This is an optimization exercise on Yosys and OpenROAD, whose aim is small area, not a production implementation.
In this exercise RTL edits were held to simulation tests only and were not proved equivalent to the original.
Power figures rest on the tool's default switching activity, not on a simulated workload.

== the previous run ==
==> flow/design.v <==
module isp_tile_packer #(
  parameter int IMGW_WIDTH     = 11,
  parameter int IMGH_WIDTH     = 11,
  parameter int PIX_WIDTH      = 24,
  parameter int LANES          = 32,
  parameter int ISP_DATA_WIDTH = 768,
  parameter int ISP_ADDR_WIDTH = 10
) (
  input  logic                      clk,
  input  logic                      rst_n,
  input  logic [IMGW_WIDTH-1:0]     img_width_i,
  input  logic [IMGH_WIDTH-1:0]     img_height_i,
  input  logic                      top_start_i,
  input  logic                      pix_vld_i,
  output logic                      pix_rdy_o,
  input  logic [PIX_WIDTH-1:0]      pix_dat_i,
  input  logic                      pix_sof_i,
  input  logic                      pix_eol_i,
  input  logic                      isp_rdy_i,
  output logic                      isp_resp_o,
  output logic                      isp_wen_o,
  output logic [ISP_ADDR_WIDTH-1:0] isp_waddr_o,
  output logic [ISP_DATA_WIDTH-1:0] isp_wdata_o,
  output logic                      isp_done_o,
  output logic                      busy_o,
  output logic                      frame_done_o,
  output logic                      err_o
);
  localparam int BUF_W = (LANES - 1) * PIX_WIDTH;
  localparam logic [32*5-1:0] LANE_CODE = {
    5'd16,
    5'd8,
    5'd20,
    5'd10,
    5'd21,
    5'd26,
    5'd29,
    5'd14,
    5'd23,
    5'd27,
    5'd13,
    5'd6,
    5'd3,
    5'd17,
    5'd24,
    5'd28,
    5'd30,
    5'd31,
    5'd15,
    5'd7,
    5'd19,
    5'd25,
    5'd12,
    5'd22,
    5'd11,
    5'd5,
    5'd18,
    5'd9,
    5'd4,
    5'd2,
    5'd1,
    5'd0
  };
  typedef enum logic [1:0] {IDLE = 2'b00, WAIT_RDY = 2'b10, FILL = 2'b11, DONE = 2'b01} state_e;
  state_e                    state_q, state_d;
  logic [5:0]                tiles_q;       
  logic [IMGH_WIDTH-1:0]     lines_left_q;
  logic [4:0]                lane_q;        
  logic [4:0]                tile_q;        
  logic [4:0]                row_q;         
  logic                      first_q;       
  logic [BUF_W-1:0]          lane_buf_q;
  logic [PIX_WIDTH-1:0]      lane31_q;
  logic                      wen_q;
  logic                      done_q;
  logic [5:0] tiles_in;
  logic [5:0] tile_inc;
  logic       start_ok;
  logic       xfer;
  logic       last_lane;
  logic       last_tile;
  logic       last_col;
  logic       band_end;
  logic       lines_zero;
  assign tiles_in   = img_width_i[10:5];
  assign start_ok   = top_start_i && (state_q == IDLE) &&
                      (tiles_in != 6'd0) && (img_height_i != '0);
  assign pix_rdy_o  = (state_q == FILL);
  assign xfer       = pix_vld_i && pix_rdy_o;
  assign last_lane  = (lane_q == LANE_CODE[31*5 +: 5]);
  assign tile_inc   = {1'b0, tile_q} + 6'd1;
  assign last_tile  = (tile_inc == tiles_q);
  assign last_col   = last_lane && last_tile;
  assign lines_zero = (lines_left_q == '0);
  assign band_end   = xfer && last_col &&
                      ((&row_q) || (lines_left_q == IMGH_WIDTH'(1)));
  always_ff @(posedge clk or negedge rst_n) begin
    if (!rst_n) state_q <= IDLE;
    else        state_q <= state_d;
  end
  always_comb begin
    state_d = state_q;
    unique case (state_q)
      IDLE:     if (start_ok) state_d = WAIT_RDY;
      WAIT_RDY: if (isp_rdy_i) state_d = FILL;
      FILL:     if (band_end) state_d = DONE;
      DONE:     state_d = lines_zero ? IDLE : WAIT_RDY;
      default:  state_d = IDLE;
    endcase
  end
  assign isp_resp_o = (state_q == WAIT_RDY) && isp_rdy_i;
  assign busy_o     = (state_q != IDLE);
  always_ff @(posedge clk or negedge rst_n) begin
    if (!rst_n) begin
      wen_q  <= 1'b0;
      done_q <= 1'b0;
    end else begin
      wen_q  <= xfer && last_lane;
      done_q <= (state_q == DONE);
    end
  end
  always_ff @(posedge clk) begin
    if (start_ok) begin
      tiles_q      <= tiles_in;
      lines_left_q <= img_height_i;
      lane_q       <= '0;
      first_q      <= 1'b1;
    end else if (xfer) begin
      lane_q  <= {lane_q[3:0], lane_q[4] ^ lane_q[2] ^ (lane_q[3:0] == 4'd0)};
      first_q <= 1'b0;
      if (last_col) lines_left_q <= lines_left_q - IMGH_WIDTH'(1);
      if (lane_q == LANE_CODE[0 +: 5]) begin
        if (first_q) begin
          tile_q <= '0;
          row_q  <= '0;
        end else if (last_tile) begin
          tile_q <= '0;
          row_q  <= row_q + 5'd1;
        end else begin
          tile_q <= tile_inc[4:0];
        end
      end
    end
  end
  for (genvar l = 0; l < LANES - 1; l++) begin : g_lane
    logic ld, hold;
    assign ld   = xfer && (lane_q == LANE_CODE[l*5 +: 5]);
    assign hold = (lane_q != LANE_CODE[l*5 +: 5]);
    always_ff @(posedge clk) begin
      lane_buf_q[l*PIX_WIDTH +: PIX_WIDTH] <=
          (lane_buf_q[l*PIX_WIDTH +: PIX_WIDTH] & {PIX_WIDTH{hold}}) |
          (pix_dat_i & {PIX_WIDTH{ld}});
    end
  end
  always_ff @(posedge clk) begin
    lane31_q <= pix_dat_i;
  end
  assign isp_wen_o    = wen_q;
  assign isp_waddr_o  = {row_q, tile_q};
  assign isp_wdata_o  = {lane31_q, lane_buf_q};
  assign isp_done_o   = done_q;
  assign frame_done_o = done_q && lines_zero;
  logic err_q;
  always_ff @(posedge clk or negedge rst_n) begin
    if (!rst_n) begin
      err_q <= 1'b0;
    end else if (start_ok) begin
      err_q <= 1'b0;
    end else if (xfer) begin
      if ((pix_sof_i != first_q) || (pix_eol_i != last_col)) begin
        err_q <= 1'b1;
      end
    end
  end
  assign err_o = err_q;
  logic unused_inputs;
  assign unused_inputs = ^{img_width_i[4:0], pix_sof_i, pix_eol_i};
endmodule
clock: 6.0 ns
lec_check: 0
cap_margin: 0
core_margin: 2
core_utilization: 40
slew_margin: 0
standard.sh (not shown) runs the stock make flow with config.mk's settings and CLKGATE_MAP_FILE= SYNTH_SCRIPT=/design/flow/synth_recipe.tcl, a recipe that flattens the netlist after the stock synthesis.
==> flow/flow/run.sh <==
#!/bin/bash
set -euo pipefail
cd "$(dirname "$0")/.."
bash standard.sh \
  "BUFFER_PORTS_ARGS=-buffer_cell sky130_fd_sc_hd__buf_1" \
  "CTS_ARGS=-sink_clustering_enable -repair_clock_nets -dont_use_dummy_load -buf_list sky130_fd_sc_hd__clkbuf_4 -sink_clustering_size 10 -sink_clustering_max_diameter 40" \
  finish > flow_standard.log 2>&1
#### Input delta (the current run over the previous run)
--- a/flow/design.v
+++ b/flow/design.v
@@ -142,11 +142,11 @@
       end
     end
   end
   for (genvar l = 0; l < LANES - 1; l++) begin : g_lane
     logic ld, hold;
-    assign ld   = xfer && (lane_q == LANE_CODE[l*5 +: 5]);
+    assign ld   = pix_vld_i && (lane_q == LANE_CODE[l*5 +: 5]);
     assign hold = (lane_q != LANE_CODE[l*5 +: 5]);
     always_ff @(posedge clk) begin
       lane_buf_q[l*PIX_WIDTH +: PIX_WIDTH] <=
           (lane_buf_q[l*PIX_WIDTH +: PIX_WIDTH] & {PIX_WIDTH{hold}}) |
           (pix_dat_i & {PIX_WIDTH{ld}});
==> summary.txt <==
- The current run: count of clock buffers in the final design lower than the previous run
- The previous run and the current run ended up with roughly the same non-clock buffering overhead in the final layout.
- The width of the chip was comparable across the current run and the previous run.
- | worst hold slack | the current run vs the previous run | 72 ps higher |
- Per the comparison of the current run with the previous run, time the final worst path needs with I/O delays and setup moved down, fraction of layout instances using a drive strength above 1 moved down, synthesized cell count level, post-layout total power moved up.
- Ratio of final minimum period to clock period (the current run over the previous run): decrease, 8.7 points

## static timing again, ports no longer ideal
The flow's constraints put no driver on any port. The routed layouts listed below were extracted and timed again, unchanged, in two steps. Step 1, drivers: a clkbuf_16 drives clk and a buf_2 each remaining input, both assumed. Step 2 moves the port delays by t, midway between the first and last clock arrival at a register: inputs arrive t later, outputs are due t later. That takes back most of the time a late clock gives input paths. Three values: ideal, step 1, step 2; two values: the first two.
run	t, ns	slack for setup (ns)	pins driven straight from the clock port
the previous run	0.917	2.112 / 2.051 / 2.272	1
the current run	0.883	2.635 / 2.574 / 2.191	1
After both steps setup and hold are still met in every run listed. For the current run, which loses most, drivers alone change the setup slack by -0.061 ns; drivers and shift together by -0.444 ns.
